Background: an optimization exercise with open tools, aiming at small area, a short achievable clock period and few clock cycles per item. Do not read the settings as production practice. Only simulation tests tie the RTL to the original design; equivalence was not proved. Power and IR drop assume default switching activity.

==> inputs of run C <==
Design clip_space_triangle_near_clipper, start of the top module:
module clip_space_triangle_near_clipper (
   input  logic         clock,
   input  logic         reset,
   input  logic         req_tvalid,
   output logic         req_tready,
   input  logic [ctnc_pkg::REQ_BYTES*8-1:0] req_tdata,
   output logic         rsp_tvalid,
   input  logic         rsp_tready,
   output logic [ctnc_pkg::RSP_BYTES*8-1:0] rsp_tdata,
   output logic         rsp_tlast
);
==> flow/config.mk <==
export PLATFORM = sky130hd
export DESIGN_NAME = clip_space_triangle_near_clipper
export DESIGN_NICKNAME = clip_space_triangle_near_clipper
export VERILOG_FILES = /design/flow/design.v
export SDC_FILE = /design/flow/constraint.sdc
export NUM_CORES = 4
export LEC_CHECK = 0
export CAP_MARGIN = 20
export CORE_MARGIN = 2
export CORE_UTILIZATION = 55
export SLEW_MARGIN = 20
export TNS_END_PERCENT = 5
==> flow/constraint.sdc <==
create_clock -name core_clock -period 13.0 [get_ports {clock}]
set_input_delay 2.6000 -clock core_clock [delete_from_list [all_inputs] [get_ports {clock}]]
set_output_delay 2.6000 -clock core_clock [all_outputs]
set_load 0.01 [all_outputs]
standard.sh (not shown) runs the stock make flow with config.mk's settings and CLKGATE_MAP_FILE= SYNTH_SCRIPT=/design/flow/synth_recipe.tcl, a recipe that flattens the netlist after the stock synthesis.
==> flow/flow/run.sh <==
#!/bin/bash
# The standard layout, with timing repair aimed below the clock period:
# repair_timing works on every path slower than 13 - 7 = 6 ns. The SDC,
# the clock period and all else are the standard flow's.
set -euo pipefail
export SETUP_SLACK_MARGIN=7
bash standard.sh > standard_flow.log 2>&1
==> run X (differences from run C) <==
--- a/flow/design.v
+++ b/flow/design.v
@@ -162,24 +162,25 @@
       case (k)
          2'd0:    rd = v[31:0];
          2'd1:    rd = v[63:32];
          2'd2:    rd = v[95:64];
          default: rd = v[127:96];
       endcase
    endfunction
-   logic [1:0]  mc_w;
-   logic [31:0] p2_oc, oc_ff, ocb_ff;     
+   logic [1:0]  p2_o, mc_w;
+   logic [31:0] p2_oc;
    logic [51:0] pp;
    logic        big;
    logic [31:0] pm;
    logic [32:0] sum_c;
    logic [31:0] res_c;
    always_comb begin
+      p2_o  = mcj_ff ? jb_o : ja_o;
       mc_w  = mcj_ff ? jb_w : ja_w;
-      p2_oc = oc_ff;
+      p2_oc = rd(p2_o, mck_ff, slot0, slot1, slot2);
       pp    = mcsh_ff ? {16'd0, acc_ff[51:16]} : acc_ff;
       big   = |pp[51:31];
       if (sg_ff) pm = big ? 32'h8000_0000 : {1'b0, pp[30:0]};
       else       pm = big ? 32'h7FFF_FFFF : {1'b0, pp[30:0]};
       sum_c = {p2_oc[31], p2_oc} + ({1'b0, pm} ^ {33{sg_ff}}) + {32'd0, sg_ff};
       if (sum_c[32] != sum_c[31]) res_c = sum_c[32] ? 32'h8000_0000 : 32'h7FFF_FFFF;
       else                        res_c = sum_c[31:0];
@@ -244,22 +245,31 @@
          2'd1:    e_rgb = slot1[151:128];
          default: e_rgb = slot2[151:128];
       endcase
    end
    logic mb_fin, mb_free, m_free, take, ma_go;
    logic        ds1_a, ds1_b;
    logic [1:0]  p1_o, p1_i, p1_k;
-   logic [1:0]  p1o_ff, p1i_ff, p1k_ff;
    logic [31:0] p1_oc, p1_ic;
    always_comb begin
       ds1_a = clip_go;
       ds1_b = (dv_ff == DV_DS2);
-      p1_o = p1o_ff;
-      p1_i = p1i_ff;
-      p1_k = p1k_ff;
+      if (ds1_a) begin
+         p1_o = ja_o;
+         p1_i = ja_i;
+         p1_k = 2'd2;
+      end else if (ds1_b) begin
+         p1_o = jb_o;
+         p1_i = jb_i;
+         p1_k = 2'd2;
+      end else begin
+         p1_o = ((!mact_ff || mk_ff[2]) ? dvj_ff : mj_ff) ? jb_o : ja_o;
+         p1_i = ((!mact_ff || mk_ff[2]) ? dvj_ff : mj_ff) ? jb_i : ja_i;
+         p1_k = (!mact_ff || mk_ff[2]) ? 2'd0 : mk_ff[1:0];
+      end
       p1_oc = rd(p1_o, p1_k, slot0, slot1, slot2);
       p1_ic = rd(p1_i, p1_k, slot0, slot1, slot2);
    end
    logic signed [32:0] df_p, df_n;
    logic [31:0] dmag_c, nmag_c;
    logic        nz_c, ng_c;
    always_comb begin
@@ -323,68 +333,19 @@
       mb_fin  = mbv_ff && (t1_ff || mbph_ff);
       mb_free = !mbv_ff || mb_fin;
       m_free  = !mact_ff || (mk_ff[2] && mb_free);
       take    = dv_res && m_free &&
                 !(!dvj_ff && typ_ff == TY_ONE && idx_ff < 3'd2);
       ma_go   = take || (mact_ff && !mk_ff[2] && mb_free);
    end
-   function automatic logic [103:0] csa(input logic [51:0] a, input logic [51:0] b,
-                                        input logic [51:0] e);
-      logic [51:0] t, u;
-      t = a ^ b ^ e;
-      u = (a & b) | (a & e) | (b & e);
-      csa = {t, u[50:0], 1'b0};
-   endfunction
-   function automatic logic [32:0] benc(input logic [19:0] t);
-      logic [21:0] yy;
-      logic [2:0]  tr;
-      logic [10:0] ng, one, two;
-      yy = {2'b00, t};
-      for (int i = 0; i < 11; i++) begin
-         tr     = {yy[2*i+1], yy[2*i], (i == 0) ? 1'b0 : yy[2*i-1]};
-         ng[i]  = tr[2] && !(tr[1] && tr[0]);
-         one[i] = tr[1] ^ tr[0];
-         two[i] = (tr == 3'b011) || (tr == 3'b100);
-      end
-      benc = {ng, two, one};
-   endfunction
-   logic [32:0] be_ff;                    
-   logic [51:0] br [13];
-   logic [51:0] bl1 [9];
-   logic [51:0] bl2 [6];
-   logic [51:0] bl3 [4];
-   logic [51:0] bl4 [3];
-   logic [51:0] negs, bs, bc, mul_c;
-   always_comb begin
-      negs = 52'h5555600000000;
-      for (int i = 0; i < 11; i++) begin
-         logic        ng, one, two;
-         logic [32:0] mag;
-         logic [33:0] row;
-         ng  = be_ff[22+i];
-         two = be_ff[11+i];
-         one = be_ff[i];
-         mag = one ? {1'b0, dm_ff} : (two ? {dm_ff, 1'b0} : 33'd0);
-         row = {1'b0, mag} ^ {34{ng}};
-         br[i] = 52'({~row[33], row[32:0]}) << (2*i);
-         negs[2*i] = ng;
-      end
-      br[11] = negs;
-      br[12] = mbph_ff ? {16'd0, acc_ff[51:16]} : 52'd0;
-      for (int g = 0; g < 4; g++)
-         {bl1[2*g], bl1[2*g+1]} = csa(br[3*g], br[3*g+1], br[3*g+2]);
-      bl1[8] = br[12];
-      for (int g = 0; g < 3; g++)
-         {bl2[2*g], bl2[2*g+1]} = csa(bl1[3*g], bl1[3*g+1], bl1[3*g+2]);
-      for (int g = 0; g < 2; g++)
-         {bl3[2*g], bl3[2*g+1]} = csa(bl2[3*g], bl2[3*g+1], bl2[3*g+2]);
-      {bl4[0], bl4[1]} = csa(bl3[0], bl3[1], bl3[2]);
-      bl4[2] = bl3[3];
-      {bs, bc} = csa(bl4[0], bl4[1], bl4[2]);
-      mul_c = bs + bc;
+   logic [19:0] th;
+   logic [51:0] mul_c;
+   always_comb begin
+      th    = mbph_ff ? {4'd0, tm_ff[31:20], 4'd0} : tm_ff[19:0];
+      mul_c = {20'd0, dm_ff} * {32'd0, th} + (mbph_ff ? {16'd0, acc_ff[51:16]} : 52'd0);
    end
    logic acc_in;
    assign acc_in = req_tvalid && req_tready;
    logic [2:0] free_n;
    logic [1:0] wi_n;
    always_comb begin
       rel = 3'b000;
@@ -465,45 +426,14 @@
             default: slot2[32*mck_ff +: 32] <= res_c;
          endcase
       end
       if (acc_in && wi_ff == 2'd0) begin slot0 <= req_tdata; fl0 <= in_fl; end
       if (acc_in && wi_ff == 2'd1) begin slot1 <= req_tdata; fl1 <= in_fl; end
       if (acc_in && wi_ff == 2'd2) slot2 <= req_tdata;
    end
-   logic       third_c, full_nx, emact_nx, rej_nx, clipgo_nx;
-   logic [1:0] typ_nx, ra_nx, rc_nx;
-   logic       mact_nx, dvj_nx, mj_nx, selnew_nx, jsel_nx;
-   logic [2:0] mk_nx;
-   always_comb begin
-      third_c   = acc_in && (wi_ff == 2'd2);
-      full_nx   = third_c ? 1'b1 : (deciding ? 1'b0 : full_ff);
-      emact_nx  = (deciding && !reject) ? 1'b1 : ((em_go && e_last) ? 1'b0 : em_act_ff);
-      rej_nx    = third_c ? rej_d : rej_ff;
-      typ_nx    = third_c ? typ_d : typ_ff;
-      ra_nx     = third_c ? ra_d  : ra_ff;
-      rc_nx     = third_c ? rc_d  : rc_ff;
-      clipgo_nx = full_nx && !emact_nx && !rej_nx && (typ_nx != TY_VIS);
-      mact_nx   = take ? 1'b1 : ((mk_ff[2] && mb_free) ? 1'b0 : mact_ff);
-      mk_nx     = ma_go ? (take ? 3'd1 : mk_ff + 3'd1) : mk_ff;
-      dvj_nx    = ((dv_ff == DV_DS2) || (take && !dvj_ff)) ? (dv_ff != DV_DS2) : dvj_ff;
-      mj_nx     = take ? dvj_ff : mj_ff;
-      selnew_nx = !mact_nx || mk_nx[2];
-      jsel_nx   = selnew_nx ? dvj_nx : mj_nx;
-   end
-   always_ff @(posedge clock) begin
-      if (clipgo_nx) begin
-         p1o_ff <= ra_nx; p1i_ff <= rc_nx; p1k_ff <= 2'd2;
-      end else if (clip_go) begin
-         p1o_ff <= jb_o; p1i_ff <= jb_i; p1k_ff <= 2'd2;
-      end else begin
-         p1o_ff <= jsel_nx ? jb_o : ja_o;
-         p1i_ff <= jsel_nx ? jb_i : ja_i;
-         p1k_ff <= selnew_nx ? 2'd0 : mk_nx[1:0];
-      end
-   end
    always_ff @(posedge clock) begin
       if (ds1_a || ds1_b) begin
          nmag_ff <= nmag_c; dmag_ff <= dmag_c; nz_ff <= nz_c; ng_ff <= ng_c;
       end
       if ((dv_ff == DV_DS2) || (take && !dvj_ff)) begin
          dd_ff   <= dmag_ff;
          d3_ff   <= {2'b0, dmag_ff} + {1'b0, dmag_ff, 1'b0};
@@ -526,28 +456,24 @@
          tm_ff <= tm_c;
          tn_ff <= neg_ff;
          t1_ff <= one_ff;
          mj_ff <= dvj_ff;
       end
       if (ma_go) begin
          dm_ff   <= dmag_c;
-         ocb_ff  <= p1_oc;
          ds_ff   <= df_p[32];
          mbk_ff  <= take ? 2'd0 : mk_ff[1:0];
          mbj_ff  <= take ? dvj_ff : mj_ff;
          mk_ff   <= take ? 3'd1 : mk_ff + 3'd1;
          mbph_ff <= 1'b0;
-         be_ff   <= benc(take ? tm_c[19:0] : tm_ff[19:0]);
       end else if (mbv_ff && !mb_fin) begin
          mbph_ff <= 1'b1;
-         be_ff   <= benc({4'd0, tm_ff[31:20], 4'd0});
       end
       if (mbv_ff) acc_ff <= mul_c;
       if (mb_fin) begin
          sg_ff   <= ds_ff ^ tn_ff;
          mck_ff  <= mbk_ff;
          mcj_ff  <= mbj_ff;
          mcsh_ff <= t1_ff;
-         oc_ff   <= ocb_ff;
       end
    end
 endmodule
CORE_UTILIZATION = 45   (was 55)
TNS_END_PERCENT = default   (was 5)
==> run K (differences from run C) <==
--- a/flow/design.v
+++ b/flow/design.v
@@ -163,15 +163,15 @@
          2'd0:    rd = v[31:0];
          2'd1:    rd = v[63:32];
          2'd2:    rd = v[95:64];
          default: rd = v[127:96];
       endcase
    endfunction
    logic [1:0]  mc_w;
-   logic [31:0] p2_oc, oc_ff, ocb_ff;     
+   logic [31:0] p2_oc, oc_ff;             
    logic [51:0] pp;
    logic        big;
    logic [31:0] pm;
    logic [32:0] sum_c;
    logic [31:0] res_c;
    always_comb begin
       mc_w  = mcj_ff ? jb_w : ja_w;
@@ -244,22 +244,31 @@
          2'd1:    e_rgb = slot1[151:128];
          default: e_rgb = slot2[151:128];
       endcase
    end
    logic mb_fin, mb_free, m_free, take, ma_go;
    logic        ds1_a, ds1_b;
    logic [1:0]  p1_o, p1_i, p1_k;
-   logic [1:0]  p1o_ff, p1i_ff, p1k_ff;
    logic [31:0] p1_oc, p1_ic;
    always_comb begin
       ds1_a = clip_go;
       ds1_b = (dv_ff == DV_DS2);
-      p1_o = p1o_ff;
-      p1_i = p1i_ff;
-      p1_k = p1k_ff;
+      if (ds1_a) begin
+         p1_o = ja_o;
+         p1_i = ja_i;
+         p1_k = 2'd2;
+      end else if (ds1_b) begin
+         p1_o = jb_o;
+         p1_i = jb_i;
+         p1_k = 2'd2;
+      end else begin
+         p1_o = ((!mact_ff || mk_ff[2]) ? dvj_ff : mj_ff) ? jb_o : ja_o;
+         p1_i = ((!mact_ff || mk_ff[2]) ? dvj_ff : mj_ff) ? jb_i : ja_i;
+         p1_k = (!mact_ff || mk_ff[2]) ? 2'd0 : mk_ff[1:0];
+      end
       p1_oc = rd(p1_o, p1_k, slot0, slot1, slot2);
       p1_ic = rd(p1_i, p1_k, slot0, slot1, slot2);
    end
    logic signed [32:0] df_p, df_n;
    logic [31:0] dmag_c, nmag_c;
    logic        nz_c, ng_c;
    always_comb begin
@@ -330,43 +339,35 @@
    function automatic logic [103:0] csa(input logic [51:0] a, input logic [51:0] b,
                                         input logic [51:0] e);
       logic [51:0] t, u;
       t = a ^ b ^ e;
       u = (a & b) | (a & e) | (b & e);
       csa = {t, u[50:0], 1'b0};
    endfunction
-   function automatic logic [32:0] benc(input logic [19:0] t);
-      logic [21:0] yy;
-      logic [2:0]  tr;
-      logic [10:0] ng, one, two;
-      yy = {2'b00, t};
-      for (int i = 0; i < 11; i++) begin
-         tr     = {yy[2*i+1], yy[2*i], (i == 0) ? 1'b0 : yy[2*i-1]};
-         ng[i]  = tr[2] && !(tr[1] && tr[0]);
-         one[i] = tr[1] ^ tr[0];
-         two[i] = (tr == 3'b011) || (tr == 3'b100);
-      end
-      benc = {ng, two, one};
-   endfunction
-   logic [32:0] be_ff;                    
+   logic [19:0] th, th_ff;                
+   logic [21:0] yy;
    logic [51:0] br [13];
    logic [51:0] bl1 [9];
    logic [51:0] bl2 [6];
    logic [51:0] bl3 [4];
    logic [51:0] bl4 [3];
    logic [51:0] negs, bs, bc, mul_c;
    always_comb begin
+      th   = th_ff;
+      yy   = {2'b00, th};
       negs = 52'h5555600000000;
       for (int i = 0; i < 11; i++) begin
+         logic [2:0]  tr;
          logic        ng, one, two;
          logic [32:0] mag;
          logic [33:0] row;
-         ng  = be_ff[22+i];
-         two = be_ff[11+i];
-         one = be_ff[i];
+         tr  = {yy[2*i+1], yy[2*i], (i == 0) ? 1'b0 : yy[2*i-1]};
+         ng  = tr[2] && !(tr[1] && tr[0]);
+         one = tr[1] ^ tr[0];
+         two = (tr == 3'b011) || (tr == 3'b100);
          mag = one ? {1'b0, dm_ff} : (two ? {dm_ff, 1'b0} : 33'd0);
          row = {1'b0, mag} ^ {34{ng}};
          br[i] = 52'({~row[33], row[32:0]}) << (2*i);
          negs[2*i] = ng;
       end
       br[11] = negs;
       br[12] = mbph_ff ? {16'd0, acc_ff[51:16]} : 52'd0;
@@ -465,45 +466,14 @@
             default: slot2[32*mck_ff +: 32] <= res_c;
          endcase
       end
       if (acc_in && wi_ff == 2'd0) begin slot0 <= req_tdata; fl0 <= in_fl; end
       if (acc_in && wi_ff == 2'd1) begin slot1 <= req_tdata; fl1 <= in_fl; end
       if (acc_in && wi_ff == 2'd2) slot2 <= req_tdata;
    end
-   logic       third_c, full_nx, emact_nx, rej_nx, clipgo_nx;
-   logic [1:0] typ_nx, ra_nx, rc_nx;
-   logic       mact_nx, dvj_nx, mj_nx, selnew_nx, jsel_nx;
-   logic [2:0] mk_nx;
-   always_comb begin
-      third_c   = acc_in && (wi_ff == 2'd2);
-      full_nx   = third_c ? 1'b1 : (deciding ? 1'b0 : full_ff);
-      emact_nx  = (deciding && !reject) ? 1'b1 : ((em_go && e_last) ? 1'b0 : em_act_ff);
-      rej_nx    = third_c ? rej_d : rej_ff;
-      typ_nx    = third_c ? typ_d : typ_ff;
-      ra_nx     = third_c ? ra_d  : ra_ff;
-      rc_nx     = third_c ? rc_d  : rc_ff;
-      clipgo_nx = full_nx && !emact_nx && !rej_nx && (typ_nx != TY_VIS);
-      mact_nx   = take ? 1'b1 : ((mk_ff[2] && mb_free) ? 1'b0 : mact_ff);
-      mk_nx     = ma_go ? (take ? 3'd1 : mk_ff + 3'd1) : mk_ff;
-      dvj_nx    = ((dv_ff == DV_DS2) || (take && !dvj_ff)) ? (dv_ff != DV_DS2) : dvj_ff;
-      mj_nx     = take ? dvj_ff : mj_ff;
-      selnew_nx = !mact_nx || mk_nx[2];
-      jsel_nx   = selnew_nx ? dvj_nx : mj_nx;
-   end
-   always_ff @(posedge clock) begin
-      if (clipgo_nx) begin
-         p1o_ff <= ra_nx; p1i_ff <= rc_nx; p1k_ff <= 2'd2;
-      end else if (clip_go) begin
-         p1o_ff <= jb_o; p1i_ff <= jb_i; p1k_ff <= 2'd2;
-      end else begin
-         p1o_ff <= jsel_nx ? jb_o : ja_o;
-         p1i_ff <= jsel_nx ? jb_i : ja_i;
-         p1k_ff <= selnew_nx ? 2'd0 : mk_nx[1:0];
-      end
-   end
    always_ff @(posedge clock) begin
       if (ds1_a || ds1_b) begin
          nmag_ff <= nmag_c; dmag_ff <= dmag_c; nz_ff <= nz_c; ng_ff <= ng_c;
       end
       if ((dv_ff == DV_DS2) || (take && !dvj_ff)) begin
          dd_ff   <= dmag_ff;
          d3_ff   <= {2'b0, dmag_ff} + {1'b0, dmag_ff, 1'b0};
@@ -526,28 +496,27 @@
          tm_ff <= tm_c;
          tn_ff <= neg_ff;
          t1_ff <= one_ff;
          mj_ff <= dvj_ff;
       end
       if (ma_go) begin
          dm_ff   <= dmag_c;
-         ocb_ff  <= p1_oc;
          ds_ff   <= df_p[32];
          mbk_ff  <= take ? 2'd0 : mk_ff[1:0];
          mbj_ff  <= take ? dvj_ff : mj_ff;
          mk_ff   <= take ? 3'd1 : mk_ff + 3'd1;
          mbph_ff <= 1'b0;
-         be_ff   <= benc(take ? tm_c[19:0] : tm_ff[19:0]);
+         th_ff   <= take ? tm_c[19:0] : tm_ff[19:0];
       end else if (mbv_ff && !mb_fin) begin
          mbph_ff <= 1'b1;
-         be_ff   <= benc({4'd0, tm_ff[31:20], 4'd0});
+         th_ff   <= {4'd0, tm_ff[31:20], 4'd0};
       end
       if (mbv_ff) acc_ff <= mul_c;
       if (mb_fin) begin
          sg_ff   <= ds_ff ^ tn_ff;
          mck_ff  <= mbk_ff;
          mcj_ff  <= mbj_ff;
          mcsh_ff <= t1_ff;
-         oc_ff   <= ocb_ff;
+         oc_ff   <= rd(mbj_ff ? jb_o : ja_o, mbk_ff, slot0, slot1, slot2);
       end
    end
 endmodule
CORE_UTILIZATION = 45   (was 55)
TNS_END_PERCENT = default   (was 5)
==> run A (differences from run C) <==
==> flow/flow/run.sh (replaced) <==
#!/bin/bash
# The standard layout, with timing repair aimed below the clock period:
# repair_timing works on every path slower than 13 - 8 = 5 ns. The SDC,
# the clock period and all else are the standard flow's.
set -euo pipefail
export SETUP_SLACK_MARGIN=8
bash standard.sh > standard_flow.log 2>&1
TNS_END_PERCENT = 0   (was 5)
==> notes <==
Run C produced a clean layout. Run A completed without violations. Run K completed without violations. Run X produced a layout that fails on capacitance limit, slew limit.
Of run C and run A, run C has the higher first-iteration DRC count (gap about 9%, measured against run A).
Between run C and run K, the lower setup slack is in run C (gap 0.059 ns).
Of run C and run X, run C has the higher sequential share of layout area (gap 5.5 points).
Total power, lowest first: run K, run A, run C, run X.
Sequential cell count: run K is lower than run A (52).
Cell count: run A is smaller than run K (about 9%).
==> figures <==
|  | run A | run X | run K | run C |
|---|---|---|---|---|
| Post-placement worst setup slack | 4.63 ns | 3.54 ns | 4.14 ns | 4.84 ns |
| Adder and majority gate portion of the synthesized area | 16.8% | 21.4% | 16.8% | 16.8% |
| Hold path start | ocb_ff[28] | mbj_ff | ng_ff | ocb_ff[15] |
| Die H | 428 um | 475 um | 470 um | 428 um |
| Critical Path End Type | flop | flop | flop | output pin |
| Arrival time at the worst endpoint | 7.88 ns | 8.51 ns | 7.51 ns | 4.42 ns |
| Power spent charging and discharging nets | 7.04 mW | 7.24 mW | 3.23 mW | 7.26 mW |
| Crit path kind | reg -> reg | reg -> reg | reg -> reg | in -> out |
| Run status | no timing/DRC/antenna violations | failed layout checks | no timing/DRC/antenna violations | no timing/DRC/antenna violations |
| Reasons for failing layout checks | - | capacitance limit, slew limit | - | - |
| Slowest Stage Delay on Critical Path | 0.55 ns | 0.58 ns | 0.62 ns | 0.54 ns |
| Number of clock buffers inserted by TritonCTS | 131 | 117 | 121 | 131 |
| VDD IR-drop max | 0.000275 V | 0.000352 V | 0.000122 V | 0.000178 V |
| Storage element area | 32200 um2 | 29300 um2 | 30800 um2 | 32200 um2 |
| Total vias in the final route | 85000 | 99400 | 94400 | 87000 |
Testbench counts of run C, summed over its fixed seeds: cycles 2,314, triangles 256.
Testbench counts of run X, summed over its fixed seeds: cycles 2,314, triangles 256.
Testbench counts of run K, summed over its fixed seeds: cycles 2,314, triangles 256.
Testbench counts of run A, summed over its fixed seeds: cycles 2,314, triangles 256.

[re-timing with driven ports]
The results above use ideal ports. As a check the final layouts listed here were re-extracted and re-timed, cells and wires unchanged. Step 1 sets driving cells, clkbuf_16 on the clock port and buf_2 on the other inputs (assumed; they add their load-dependent delay and slew). Step 2, shift: input delay + t, output delay - t, t = (earliest + latest rising clock arrival at the registers) / 2. This alone moves slack from input paths to output paths. Slacks: no drivers / after step 1 / after step 2; pairs: no drivers / after step 1.
run	t (ns)	slack for setup (ns)	worst setup path after step 2	worst data-port slew with drivers (ns)
run C	0.895	5.985 / 5.963 / 5.169	input to register	0.07
run X	0.936	5.028 / 5.028 / 5.028	register to register	0.26
run K	0.921	6.044 / 6.044 / 6.006	input to register	0.08
run A	0.903	5.656 / 5.656 / 5.008	input to register	0.06
For run C, which loses most, drivers alone change the setup slack by -0.022 ns; drivers and shift together by -0.816 ns.
